This is an optimization exercise on Yosys and OpenROAD, whose aim is small area and a short achievable clock period, not a production implementation.
Only simulation tests tie the RTL to the original design; equivalence was not proved.
Power is estimated from default activity; no workload was simulated.

==> 10-17: inputs <==
==> flow/design.v <==
package instr_memory_loadable_pkg;
  localparam int INSTR_W_DEF = 8;
  localparam int ADDR_W_DEF  = 8;
  localparam int DEPTH_DEF   = 256;
  localparam int N_CORES_DEF = 4;
  localparam logic [7:0] OP_IDLE      = 8'd0;
  localparam logic [7:0] OP_LDAC      = 8'd4;
  localparam logic [7:0] OP_LDACM     = 8'd8;
  localparam logic [7:0] OP_STAC      = 8'd11;
  localparam logic [7:0] OP_CLAC      = 8'd19;
  localparam logic [7:0] OP_MOVR      = 8'd20;
  localparam logic [7:0] OP_MVACRT    = 8'd36;
  localparam logic [7:0] OP_ADD       = 8'd37;
  localparam logic [7:0] OP_MUL       = 8'd38;
  localparam logic [7:0] OP_SUB       = 8'd39;
  localparam logic [7:0] OP_INC       = 8'd40;
  localparam logic [7:0] OP_DEC       = 8'd41;
  localparam logic [7:0] OP_JPNZ      = 8'd42;
  localparam logic [7:0] OP_ENDOP     = 8'd46;
  localparam logic [7:0] OP_MOVRCOL1  = 8'd47;
  localparam logic [7:0] OP_MOVRCOL2  = 8'd48;
  localparam logic [7:0] OP_MVACRCOL1 = 8'd49;
  localparam logic [7:0] OP_MVACRCOL2 = 8'd50;
  localparam logic [7:0] OP_XOROP     = 8'd51;
  typedef enum logic [1:0] {
    ST_IDLE = 2'd0,
    ST_LOAD = 2'd1,
    ST_DONE = 2'd2
  } load_state_e;
endpackage
module rd_aoi3 (
  input  logic s0_i, d0_i,
  input  logic s1_i, d1_i,
  input  logic s2_i, d2_i,
  output logic y_no
);
  assign y_no = ~((s0_i & d0_i) | (s1_i & d1_i) | (s2_i & d2_i));
endmodule
module rd_nand4 (
  input  logic [3:0] a_i,
  output logic       y_no
);
  assign y_no = ~&a_i;
endmodule
module rd_nor2 (
  input  logic [1:0] a_i,
  output logic       y_no
);
  assign y_no = ~|a_i;
endmodule
module rd_nor3 (
  input  logic [2:0] a_i,
  output logic       y_no
);
  assign y_no = ~|a_i;
endmodule
module rd_aoi41 (
  input  logic [3:0] a_i,
  input  logic       b_i,
  output logic       y_no
);
  assign y_no = ~(&a_i | b_i);
endmodule
module wr_and2 (
  input  logic [1:0] a_i,
  output logic       y_o
);
  assign y_o = &a_i;
endmodule
module instr_memory_loadable
#(
  parameter int INSTR_W = instr_memory_loadable_pkg::INSTR_W_DEF,
  parameter int ADDR_W  = instr_memory_loadable_pkg::ADDR_W_DEF,
  parameter int DEPTH   = instr_memory_loadable_pkg::DEPTH_DEF,
  parameter int N_CORES = instr_memory_loadable_pkg::N_CORES_DEF
) (
  input  logic                       clk_i,
  input  logic                       rst_i,
  input  logic                       load_start_i,
  input  logic [ADDR_W:0]            load_len_i,
  input  logic                       load_valid_i,
  input  logic [INSTR_W-1:0]         load_data_i,
  output logic                       load_ready_o,
  output logic                       load_done_o,
  output logic                       load_err_o,
  output logic                       prog_loaded_o,
  input  logic [N_CORES-1:0]         read_IRAM_i,
  input  logic [N_CORES*ADDR_W-1:0]  addr_i,
  output logic [N_CORES*INSTR_W-1:0] instr_out_o
);
  localparam logic [ADDR_W:0] DEPTH_L = (ADDR_W+1)'(DEPTH);
  localparam int N_L1 = 86;
  localparam int N_L2 = 22;
  localparam int N_L3 = 8;
  localparam int N_L4 = 2;
  logic              st_load_q, st_done_q;
  logic [ADDR_W-1:0] wr_ptr_q;
  logic [ADDR_W-1:0] lenm1_q;
  logic              err_q, loaded_q;
  logic              len_ok, start_ok, wr_en, last_word;
  logic [ADDR_W:0]   lenm1;
  assign len_ok    = (load_len_i != '0) && (load_len_i <= DEPTH_L);
  assign start_ok  = load_start_i && !st_load_q && !st_done_q;
  assign lenm1     = load_len_i - (ADDR_W+1)'(1);
  assign wr_en     = st_load_q && load_valid_i;
  assign last_word = (wr_ptr_q == lenm1_q);
  always_ff @(posedge clk_i) begin
    if (rst_i) begin
      st_load_q <= 1'b0;
      st_done_q <= 1'b0;
      wr_ptr_q  <= '0;
      lenm1_q   <= '0;
      err_q     <= 1'b0;
      loaded_q  <= 1'b0;
    end else begin
      st_done_q <= wr_en && last_word;
      if (start_ok) begin
        if (len_ok) begin
          st_load_q <= 1'b1;
          lenm1_q   <= lenm1[ADDR_W-1:0];
          wr_ptr_q  <= '0;
          err_q     <= 1'b0;
          loaded_q  <= 1'b0;
        end else begin
          err_q <= 1'b1;
        end
      end else if (wr_en) begin
        wr_ptr_q <= wr_ptr_q + ADDR_W'(1);
        if (last_word) st_load_q <= 1'b0;
      end
      if (st_done_q) loaded_q <= 1'b1;
    end
  end
  assign load_ready_o  = st_load_q;
  assign load_done_o   = st_done_q;
  assign load_err_o    = err_q;
  assign prog_loaded_o = loaded_q;
  logic [DEPTH*INSTR_W-1:0] ram_q;    
  logic [15:0]              wr_row, wr_col;
  for (genvar i = 0; i < 16; i++) begin : g_wdec
    assign wr_row[i] = (wr_ptr_q[7:4] == 4'(i));
    assign wr_col[i] = wr_en && (wr_ptr_q[3:0] == 4'(i));
  end
  for (genvar w = 0; w < DEPTH; w++) begin : g_word
    logic [INSTR_W-1:0] q;
    logic               we;
    wr_and2 u_we (.a_i ({wr_row[w/16], wr_col[w%16]}), .y_o (we));
    always_ff @(posedge clk_i) begin
      if (we) q <= load_data_i;
    end
    assign ram_q[w*INSTR_W +: INSTR_W] = q;
  end
  for (genvar g = 0; g < N_CORES; g++) begin : g_rd
    logic [ADDR_W-1:0]   rd_addr;
    logic [15:0]         lo_n, hi_n;
    logic [DEPTH-1:0]    rd_sel;
    logic [N_L4*INSTR_W-1:0] rd_half, rd_half_q;    
    logic [1:0]          a7_go;
    assign rd_addr = addr_i[g*ADDR_W +: ADDR_W];
    assign a7_go   = {rd_addr[7] && !rst_i, !rd_addr[7] && !rst_i};
    for (genvar i = 0; i < 16; i++) begin : g_pre
      rd_nand4 u_lo (
        .a_i  ({rd_addr[3] ~^ i[3], rd_addr[2] ~^ i[2], rd_addr[1] ~^ i[1], rd_addr[0] ~^ i[0]}),
        .y_no (lo_n[i])
      );
      rd_nand4 u_hi (
        .a_i  ({a7_go[i[3]], rd_addr[6] ~^ i[2], rd_addr[5] ~^ i[1], rd_addr[4] ~^ i[0]}),
        .y_no (hi_n[i])
      );
    end
    for (genvar w = 0; w < DEPTH; w++) begin : g_sel
      rd_nor2 u_dec (
        .a_i  ({hi_n[w/16], lo_n[w%16]}),
        .y_no (rd_sel[w])
      );
    end
    for (genvar b = 0; b < INSTR_W; b++) begin : g_bit
      logic [N_L1-1:0] l1;
      logic [N_L2-1:0] l2;
      logic [N_L3-1:0] l3;
      for (genvar k = 0; k < N_L1-1; k++) begin : g_l1
        rd_aoi3 u_aoi (
          .s0_i (rd_sel[3*k]),   .d0_i (ram_q[(3*k)*INSTR_W + b]),
          .s1_i (rd_sel[3*k+1]), .d1_i (ram_q[(3*k+1)*INSTR_W + b]),
          .s2_i (rd_sel[3*k+2]), .d2_i (ram_q[(3*k+2)*INSTR_W + b]),
          .y_no (l1[k])
        );
      end
      assign l1[N_L1-1] = ~(rd_sel[DEPTH-1] & ram_q[(DEPTH-1)*INSTR_W + b]);
      for (genvar k = 0; k < N_L2-1; k++) begin : g_l2
        rd_nand4 u_n (.a_i (l1[4*k +: 4]), .y_no (l2[k]));
      end
      assign l2[N_L2-1] = ~&l1[N_L1-1:4*(N_L2-1)];
      for (genvar k = 0; k < N_L3-1; k++) begin : g_l3
        rd_nor3 u_n (.a_i (l2[3*k +: 3]), .y_no (l3[k]));
      end
      assign l3[N_L3-1] = ~|l2[N_L2-1:3*(N_L3-1)];
      for (genvar k = 0; k < N_L4; k++) begin : g_l4
        rd_aoi41 u_n (
          .a_i  ({l3[k+6], l3[k+4], l3[k+2], l3[k]}),
          .b_i  (!loaded_q),
          .y_no (rd_half[b*N_L4 + k])
        );
      end
      assign instr_out_o[g*INSTR_W + b] = |rd_half_q[b*N_L4 +: N_L4];
    end
    always_ff @(posedge clk_i) begin
      if (rst_i || read_IRAM_i[g]) rd_half_q <= rd_half;
    end
  end
endmodule
==> flow/run.sh <==
#!/bin/bash
# synth_recipe.tcl (not shown) runs the flow's synth.tcl, then flattens the netlist and writes it again
# the make line also repeats each setting of config.mk as NAME=value (left out here)
make -C /OpenROAD-flow-scripts/flow DESIGN_CONFIG=/design/flow/config.mk WORK_HOME=/design/flow/orfs CLKGATE_MAP_FILE= SYNTH_SCRIPT=/design/flow/synth_recipe.tcl finish
==> flow/config.mk <==
export PLATFORM = sky130hd
export DESIGN_NAME = instr_memory_loadable
export DESIGN_NICKNAME = instr_memory_loadable
export VERILOG_FILES = /design/flow/design.v
export SDC_FILE = /design/flow/constraint.sdc
export NUM_CORES = 8
export LEC_CHECK = 0
export CAP_MARGIN = 20
export CORE_MARGIN = 2
export CORE_UTILIZATION = 45
export CTS_CLUSTER_DIAMETER = 80
export CTS_CLUSTER_SIZE = 20
export SETUP_SLACK_MARGIN = 2.2
export SLEW_MARGIN = 20
export SYNTH_HIERARCHICAL = 1
export SYNTH_MINIMUM_KEEP_SIZE = 0
==> flow/constraint.sdc <==
create_clock -name core_clock -period 5.0 [get_ports {clk_i}]
set_input_delay 1.0000 -clock core_clock [delete_from_list [all_inputs] [get_ports {clk_i}]]
set_output_delay 1.0000 -clock core_clock [all_outputs]
set_load 0.01 [all_outputs]
==> 01-26 (differences from 10-17) <==
==> flow/design.v, changed modules only <==
module instr_memory_loadable
#(
  parameter int INSTR_W = instr_memory_loadable_pkg::INSTR_W_DEF,
  parameter int ADDR_W  = instr_memory_loadable_pkg::ADDR_W_DEF,
  parameter int DEPTH   = instr_memory_loadable_pkg::DEPTH_DEF,
  parameter int N_CORES = instr_memory_loadable_pkg::N_CORES_DEF
) (
  input  logic                       clk_i,
  input  logic                       rst_i,
  input  logic                       load_start_i,
  input  logic [ADDR_W:0]            load_len_i,
  input  logic                       load_valid_i,
  input  logic [INSTR_W-1:0]         load_data_i,
  output logic                       load_ready_o,
  output logic                       load_done_o,
  output logic                       load_err_o,
  output logic                       prog_loaded_o,
  input  logic [N_CORES-1:0]         read_IRAM_i,
  input  logic [N_CORES*ADDR_W-1:0]  addr_i,
  output logic [N_CORES*INSTR_W-1:0] instr_out_o
);
  localparam logic [ADDR_W:0] DEPTH_L = (ADDR_W+1)'(DEPTH);
  localparam int N_L1 = 86;
  localparam int N_L2 = 24;
  localparam int N_L3 = 8;
  localparam int N_L4 = 2;
  logic              st_load_q, st_done_q;
  logic [ADDR_W-1:0] wr_ptr_q;
  logic [ADDR_W-1:0] lenm1_q;
  logic              err_q, loaded_q;
  logic              len_ok, start_ok, wr_en, last_word;
  logic [ADDR_W:0]   lenm1;
  assign len_ok    = (load_len_i != '0) && (load_len_i <= DEPTH_L);
  assign start_ok  = load_start_i && !st_load_q && !st_done_q;
  assign lenm1     = load_len_i - (ADDR_W+1)'(1);
  assign wr_en     = st_load_q && load_valid_i;
  assign last_word = (wr_ptr_q == lenm1_q);
  always_ff @(posedge clk_i) begin
    if (rst_i) begin
      st_load_q <= 1'b0;
      st_done_q <= 1'b0;
      wr_ptr_q  <= '0;
      lenm1_q   <= '0;
      err_q     <= 1'b0;
      loaded_q  <= 1'b0;
    end else begin
      st_done_q <= wr_en && last_word;
      if (start_ok) begin
        if (len_ok) begin
          st_load_q <= 1'b1;
          lenm1_q   <= lenm1[ADDR_W-1:0];
          wr_ptr_q  <= '0;
          err_q     <= 1'b0;
          loaded_q  <= 1'b0;
        end else begin
          err_q <= 1'b1;
        end
      end else if (wr_en) begin
        wr_ptr_q <= wr_ptr_q + ADDR_W'(1);
        if (last_word) st_load_q <= 1'b0;
      end
      if (st_done_q) loaded_q <= 1'b1;
    end
  end
  assign load_ready_o  = st_load_q;
  assign load_done_o   = st_done_q;
  assign load_err_o    = err_q;
  assign prog_loaded_o = loaded_q;
  logic [DEPTH*INSTR_W-1:0] ram_q;    
  logic [15:0]              wr_row, wr_col;
  for (genvar i = 0; i < 16; i++) begin : g_wdec
    assign wr_row[i] = (wr_ptr_q[7:4] == 4'(i));
    assign wr_col[i] = wr_en && (wr_ptr_q[3:0] == 4'(i));
  end
  for (genvar w = 0; w < DEPTH; w++) begin : g_word
    logic [INSTR_W-1:0] q;
    logic               we;
    wr_and2 u_we (.a_i ({wr_row[w/16], wr_col[w%16]}), .y_o (we));
    always_ff @(posedge clk_i) begin
      if (we) q <= load_data_i;
    end
    assign ram_q[w*INSTR_W +: INSTR_W] = q;
  end
  logic [3*N_L1*INSTR_W-1:0] ram_x;
  assign ram_x = {{((3*N_L1-DEPTH)*INSTR_W){1'b0}}, ram_q};
  for (genvar g = 0; g < N_CORES; g++) begin : g_rd
    logic [ADDR_W-1:0]   rd_addr;
    logic [15:0]         lo_n, hi_n;
    logic [3*N_L1-1:0]   rd_sel;
    logic [N_L4*INSTR_W-1:0] rd_half, rd_half_q;    
    logic [1:0]          a7_go;
    assign rd_addr = addr_i[g*ADDR_W +: ADDR_W];
    assign a7_go   = {rd_addr[7] && !rst_i, !rd_addr[7] && !rst_i};
    for (genvar i = 0; i < 16; i++) begin : g_pre
      rd_nand4 u_lo (
        .a_i  ({rd_addr[3] ~^ i[3], rd_addr[2] ~^ i[2], rd_addr[1] ~^ i[1], rd_addr[0] ~^ i[0]}),
        .y_no (lo_n[i])
      );
      rd_nand4 u_hi (
        .a_i  ({a7_go[i[3]], rd_addr[6] ~^ i[2], rd_addr[5] ~^ i[1], rd_addr[4] ~^ i[0]}),
        .y_no (hi_n[i])
      );
    end
    for (genvar w = 0; w < DEPTH; w++) begin : g_sel
      rd_nor2 u_dec (
        .a_i  ({hi_n[w/16], lo_n[w%16]}),
        .y_no (rd_sel[w])
      );
    end
    assign rd_sel[3*N_L1-1:DEPTH] = '0;
    for (genvar b = 0; b < INSTR_W; b++) begin : g_bit
      logic [4*N_L2-1:0] l1;
      logic [3*N_L3-1:0] l2;
      logic [4*N_L4-1:0] l3;
      for (genvar k = 0; k < N_L1; k++) begin : g_l1
        rd_aoi3 u_aoi (
          .s0_i (rd_sel[3*k]),   .d0_i (ram_x[(3*k)*INSTR_W + b]),
          .s1_i (rd_sel[3*k+1]), .d1_i (ram_x[(3*k+1)*INSTR_W + b]),
          .s2_i (rd_sel[3*k+2]), .d2_i (ram_x[(3*k+2)*INSTR_W + b]),
          .y_no (l1[k])
        );
      end
      assign l1[4*N_L2-1:N_L1] = '1;    
      for (genvar k = 0; k < N_L2; k++) begin : g_l2
        if (4*k < N_L1) begin : g_on
          rd_nand4 u_n (.a_i (l1[4*k +: 4]), .y_no (l2[k]));
        end else begin : g_off
          assign l2[k] = 1'b0;
        end
      end
      for (genvar k = 0; k < N_L3; k++) begin : g_l3
        rd_nor3 u_n (.a_i (l2[3*k +: 3]), .y_no (l3[k]));
      end
      for (genvar k = 0; k < N_L4; k++) begin : g_l4
        rd_aoi41 u_n (
          .a_i  ({l3[k+6], l3[k+4], l3[k+2], l3[k]}),
          .b_i  (!loaded_q),
          .y_no (rd_half[b*N_L4 + k])
        );
      end
      assign instr_out_o[g*INSTR_W + b] = |rd_half_q[b*N_L4 +: N_L4];
    end
    always_ff @(posedge clk_i) begin
      if (rst_i || read_IRAM_i[g]) rd_half_q <= rd_half;
    end
  end
endmodule
Settings changed: CORE_UTILIZATION 45 to 35.
==> 07-04 (differences from 10-17) <==
==> flow/design.v, changed modules only <==
module instr_memory_loadable
#(
  parameter int INSTR_W = instr_memory_loadable_pkg::INSTR_W_DEF,
  parameter int ADDR_W  = instr_memory_loadable_pkg::ADDR_W_DEF,
  parameter int DEPTH   = instr_memory_loadable_pkg::DEPTH_DEF,
  parameter int N_CORES = instr_memory_loadable_pkg::N_CORES_DEF
) (
  input  logic                       clk_i,
  input  logic                       rst_i,
  input  logic                       load_start_i,
  input  logic [ADDR_W:0]            load_len_i,
  input  logic                       load_valid_i,
  input  logic [INSTR_W-1:0]         load_data_i,
  output logic                       load_ready_o,
  output logic                       load_done_o,
  output logic                       load_err_o,
  output logic                       prog_loaded_o,
  input  logic [N_CORES-1:0]         read_IRAM_i,
  input  logic [N_CORES*ADDR_W-1:0]  addr_i,
  output logic [N_CORES*INSTR_W-1:0] instr_out_o
);
  localparam logic [ADDR_W:0] DEPTH_L = (ADDR_W+1)'(DEPTH);
  localparam int N_L1 = 86;
  localparam int N_L2 = 24;
  localparam int N_L3 = 8;
  localparam int N_L4 = 2;
  logic              st_load_q, st_done_q;
  logic [ADDR_W-1:0] wr_ptr_q;
  logic [ADDR_W-1:0] lenm1_q;
  logic              err_q, loaded_q;
  logic              len_ok, start_ok, wr_en, last_word;
  logic [ADDR_W:0]   lenm1;
  assign len_ok    = (load_len_i != '0) && (load_len_i <= DEPTH_L);
  assign start_ok  = load_start_i && !st_load_q && !st_done_q;
  assign lenm1     = load_len_i - (ADDR_W+1)'(1);
  assign wr_en     = st_load_q && load_valid_i;
  assign last_word = (wr_ptr_q == lenm1_q);
  always_ff @(posedge clk_i) begin
    if (rst_i) begin
      st_load_q <= 1'b0;
      st_done_q <= 1'b0;
      wr_ptr_q  <= '0;
      lenm1_q   <= '0;
      err_q     <= 1'b0;
      loaded_q  <= 1'b0;
    end else begin
      st_done_q <= wr_en && last_word;
      if (start_ok) begin
        if (len_ok) begin
          st_load_q <= 1'b1;
          lenm1_q   <= lenm1[ADDR_W-1:0];
          wr_ptr_q  <= '0;
          err_q     <= 1'b0;
          loaded_q  <= 1'b0;
        end else begin
          err_q <= 1'b1;
        end
      end else if (wr_en) begin
        wr_ptr_q <= wr_ptr_q + ADDR_W'(1);
        if (last_word) st_load_q <= 1'b0;
      end
      if (st_done_q) loaded_q <= 1'b1;
    end
  end
  assign load_ready_o  = st_load_q;
  assign load_done_o   = st_done_q;
  assign load_err_o    = err_q;
  assign prog_loaded_o = loaded_q;
  logic [DEPTH*INSTR_W-1:0] ram_q;    
  logic [15:0]              wr_row, wr_col;
  for (genvar i = 0; i < 16; i++) begin : g_wdec
    assign wr_row[i] = (wr_ptr_q[7:4] == 4'(i));
    assign wr_col[i] = wr_en && (wr_ptr_q[3:0] == 4'(i));
  end
  for (genvar w = 0; w < DEPTH; w++) begin : g_word
    logic [INSTR_W-1:0] q;
    logic               we;
    wr_and2 u_we (.a_i ({wr_row[w/16], wr_col[w%16]}), .y_o (we));
    always_ff @(posedge clk_i) begin
      if (we) q <= load_data_i;
    end
    assign ram_q[w*INSTR_W +: INSTR_W] = q;
  end
  logic [3*N_L1*INSTR_W-1:0] ram_x;
  assign ram_x = {{((3*N_L1-DEPTH)*INSTR_W){1'b0}}, ram_q};
  for (genvar g = 0; g < N_CORES; g++) begin : g_rd
    logic [ADDR_W-1:0]   rd_addr;
    logic [15:0]         lo_n, hi_n;
    logic [3*N_L1-1:0]   rd_sel;
    logic [N_L4*INSTR_W-1:0] rd_half, rd_half_q;    
    logic [1:0]          a7_go;
    assign rd_addr = addr_i[g*ADDR_W +: ADDR_W];
    assign a7_go   = {rd_addr[7] && !rst_i, !rd_addr[7] && !rst_i};
    for (genvar i = 0; i < 16; i++) begin : g_pre
      rd_nand4 u_lo (
        .a_i  ({rd_addr[3] ~^ i[3], rd_addr[2] ~^ i[2], rd_addr[1] ~^ i[1], rd_addr[0] ~^ i[0]}),
        .y_no (lo_n[i])
      );
      rd_nand4 u_hi (
        .a_i  ({a7_go[i[3]], rd_addr[6] ~^ i[2], rd_addr[5] ~^ i[1], rd_addr[4] ~^ i[0]}),
        .y_no (hi_n[i])
      );
    end
    for (genvar w = 0; w < DEPTH; w++) begin : g_sel
      rd_nor2 u_dec (
        .a_i  ({hi_n[w/16], lo_n[w%16]}),
        .y_no (rd_sel[w])
      );
    end
    assign rd_sel[3*N_L1-1:DEPTH] = '0;
    for (genvar b = 0; b < INSTR_W; b++) begin : g_bit
      logic [4*N_L2-1:0] l1;
      logic [3*N_L3-1:0] l2;
      logic [4*N_L4-1:0] l3;
      for (genvar k = 0; k < N_L1; k++) begin : g_l1
        rd_aoi3 u_aoi (
          .s0_i (rd_sel[3*k]),   .d0_i (ram_x[(3*k)*INSTR_W + b]),
          .s1_i (rd_sel[3*k+1]), .d1_i (ram_x[(3*k+1)*INSTR_W + b]),
          .s2_i (rd_sel[3*k+2]), .d2_i (ram_x[(3*k+2)*INSTR_W + b]),
          .y_no (l1[k])
        );
      end
      assign l1[4*N_L2-1:N_L1] = '1;    
      for (genvar k = 0; k < N_L2; k++) begin : g_l2
        if (4*k < N_L1) begin : g_on
          rd_nand4 u_n (.a_i (l1[4*k +: 4]), .y_no (l2[k]));
        end else begin : g_off
          assign l2[k] = 1'b0;
        end
      end
      for (genvar k = 0; k < N_L3; k++) begin : g_l3
        rd_nor3 u_n (.a_i (l2[3*k +: 3]), .y_no (l3[k]));
      end
      for (genvar k = 0; k < N_L4; k++) begin : g_l4
        rd_aoi41 u_n (
          .a_i  ({l3[k+6], l3[k+4], l3[k+2], l3[k]}),
          .b_i  (!loaded_q),
          .y_no (rd_half[b*N_L4 + k])
        );
      end
      assign instr_out_o[g*INSTR_W + b] = |rd_half_q[b*N_L4 +: N_L4];
    end
    always_ff @(posedge clk_i) begin
      if (rst_i || read_IRAM_i[g]) rd_half_q <= rd_half;
    end
  end
endmodule
Settings changed: CORE_UTILIZATION 45 to 35, CTS_CLUSTER_DIAMETER 80 to 70, CTS_CLUSTER_SIZE 20 to 16.
==> notes.md <==
01-26 completed, yet does not pass: antenna violations. 07-04 completed without violations. 10-17 produced a layout that fails on antenna violations. The lowest clock-buffer cell count belongs to 10-17, the highest to 07-04. Worst hold slack, highest first: 01-26, 07-04, 10-17. The highest utilization belongs to 10-17, the lowest to 07-04. Area after synthesis is the same in 01-26 and 07-04. Wire length: 10-17 is smaller than 07-04 (6.9%). Global-route usage: 10-17 > 07-04 > 01-26. In flip-flop and latch count, 01-26 and 10-17 do not differ. Register-to-register slack: 10-17 is higher than 07-04 (150 ps).
==> figures <==
|  | 07-04 | 01-26 | 10-17 |
|---|---|---|---|
| Critical path arrival | 4170 ps | 4000 ps | 4070 ps |
| Fraction of area in registers | 44.56% | 44.45% | 46.55% |
| ClkCell Share | 4.298% | 3.795% | 3.491% |
| Area share of the largest cell type after synthesis | 59.26% | 59.26% | 59.60% |
| Result of the run | complete, no violations | finished with violations | finished with violations |
| Reasons for failing layout checks | - | antenna violations | antenna violations |
| Total Nets Final | 9979 | 10020 | 9339 |
| Crit-path max FO | 8 | 5 | 8 |
| Post-Route Skew | 36.28 ps | 54.47 ps | 41.95 ps |
| End of the worst register-to-register path | g_rd[1].rd_half_q[7]$_DFFE_PP_ | g_rd[2].rd_half_q[0]$_DFFE_PP_ | g_rd[3].rd_half_q[12]$_DFFE_PP_ |
| Static Leakage | 45.16 nW | 45.33 nW | 42.34 nW |
| Fraction of the mapped netlist area in compound gates | 26.90% | 26.90% | 26.98% |
| Setup slack at placement | -12.68 ps | -12.68 ps | -366.7 ps |
| Core outline area | 305000 sq um | 305000 sq um | 235200 sq um |
| Detailed-route via count | 117600 | 118100 | 118300 |
| Worst reg2reg path startpoint | g_word[189].q[3]$_DFFE_PP_ | g_word[177].q[0]$_DFFE_PP_ | g_word[144].q[6]$_DFFE_PP_ |
| Number of vias per cell after detailed routing | 8.237 | 8.244 | 9.325 |
| Cell with the most instances on the worst path | nand4_1 | - | buf_12 |

[static timing again, ports no longer ideal]
In the flow no input, the clock included, has a driving cell. The finished layouts below were timed again as built, in two steps. Step 1 assumes that a clkbuf_16 drives the clock port and a buf_2 every other input. Step 2 times the ports against the registers' clock, not the clock port: input delays grow and output delays shrink by t, the midpoint of the rising clock arrivals with the driver on. Slacks: no drivers / after step 1 / after step 2; pairs: no drivers / after step 1.
run	t, ns	setup slack, ns	worst setup path at the end	latest minus earliest clock arrival (ns)	worst data-port slew with drivers (ns)
10-17	0.977	1.515 / 1.342 / 0.365	input to register	0.050 / 0.050	0.36
01-26	1.032	1.678 / 1.509 / 0.477	input to register	0.062 / 0.062	0.32
07-04	1.050	1.490 / 1.539 / 0.490	input to register	0.047 / 0.047	0.09
For 01-26, which loses most, drivers alone change the setup slack by -0.169 ns; drivers and shift together by -1.201 ns.
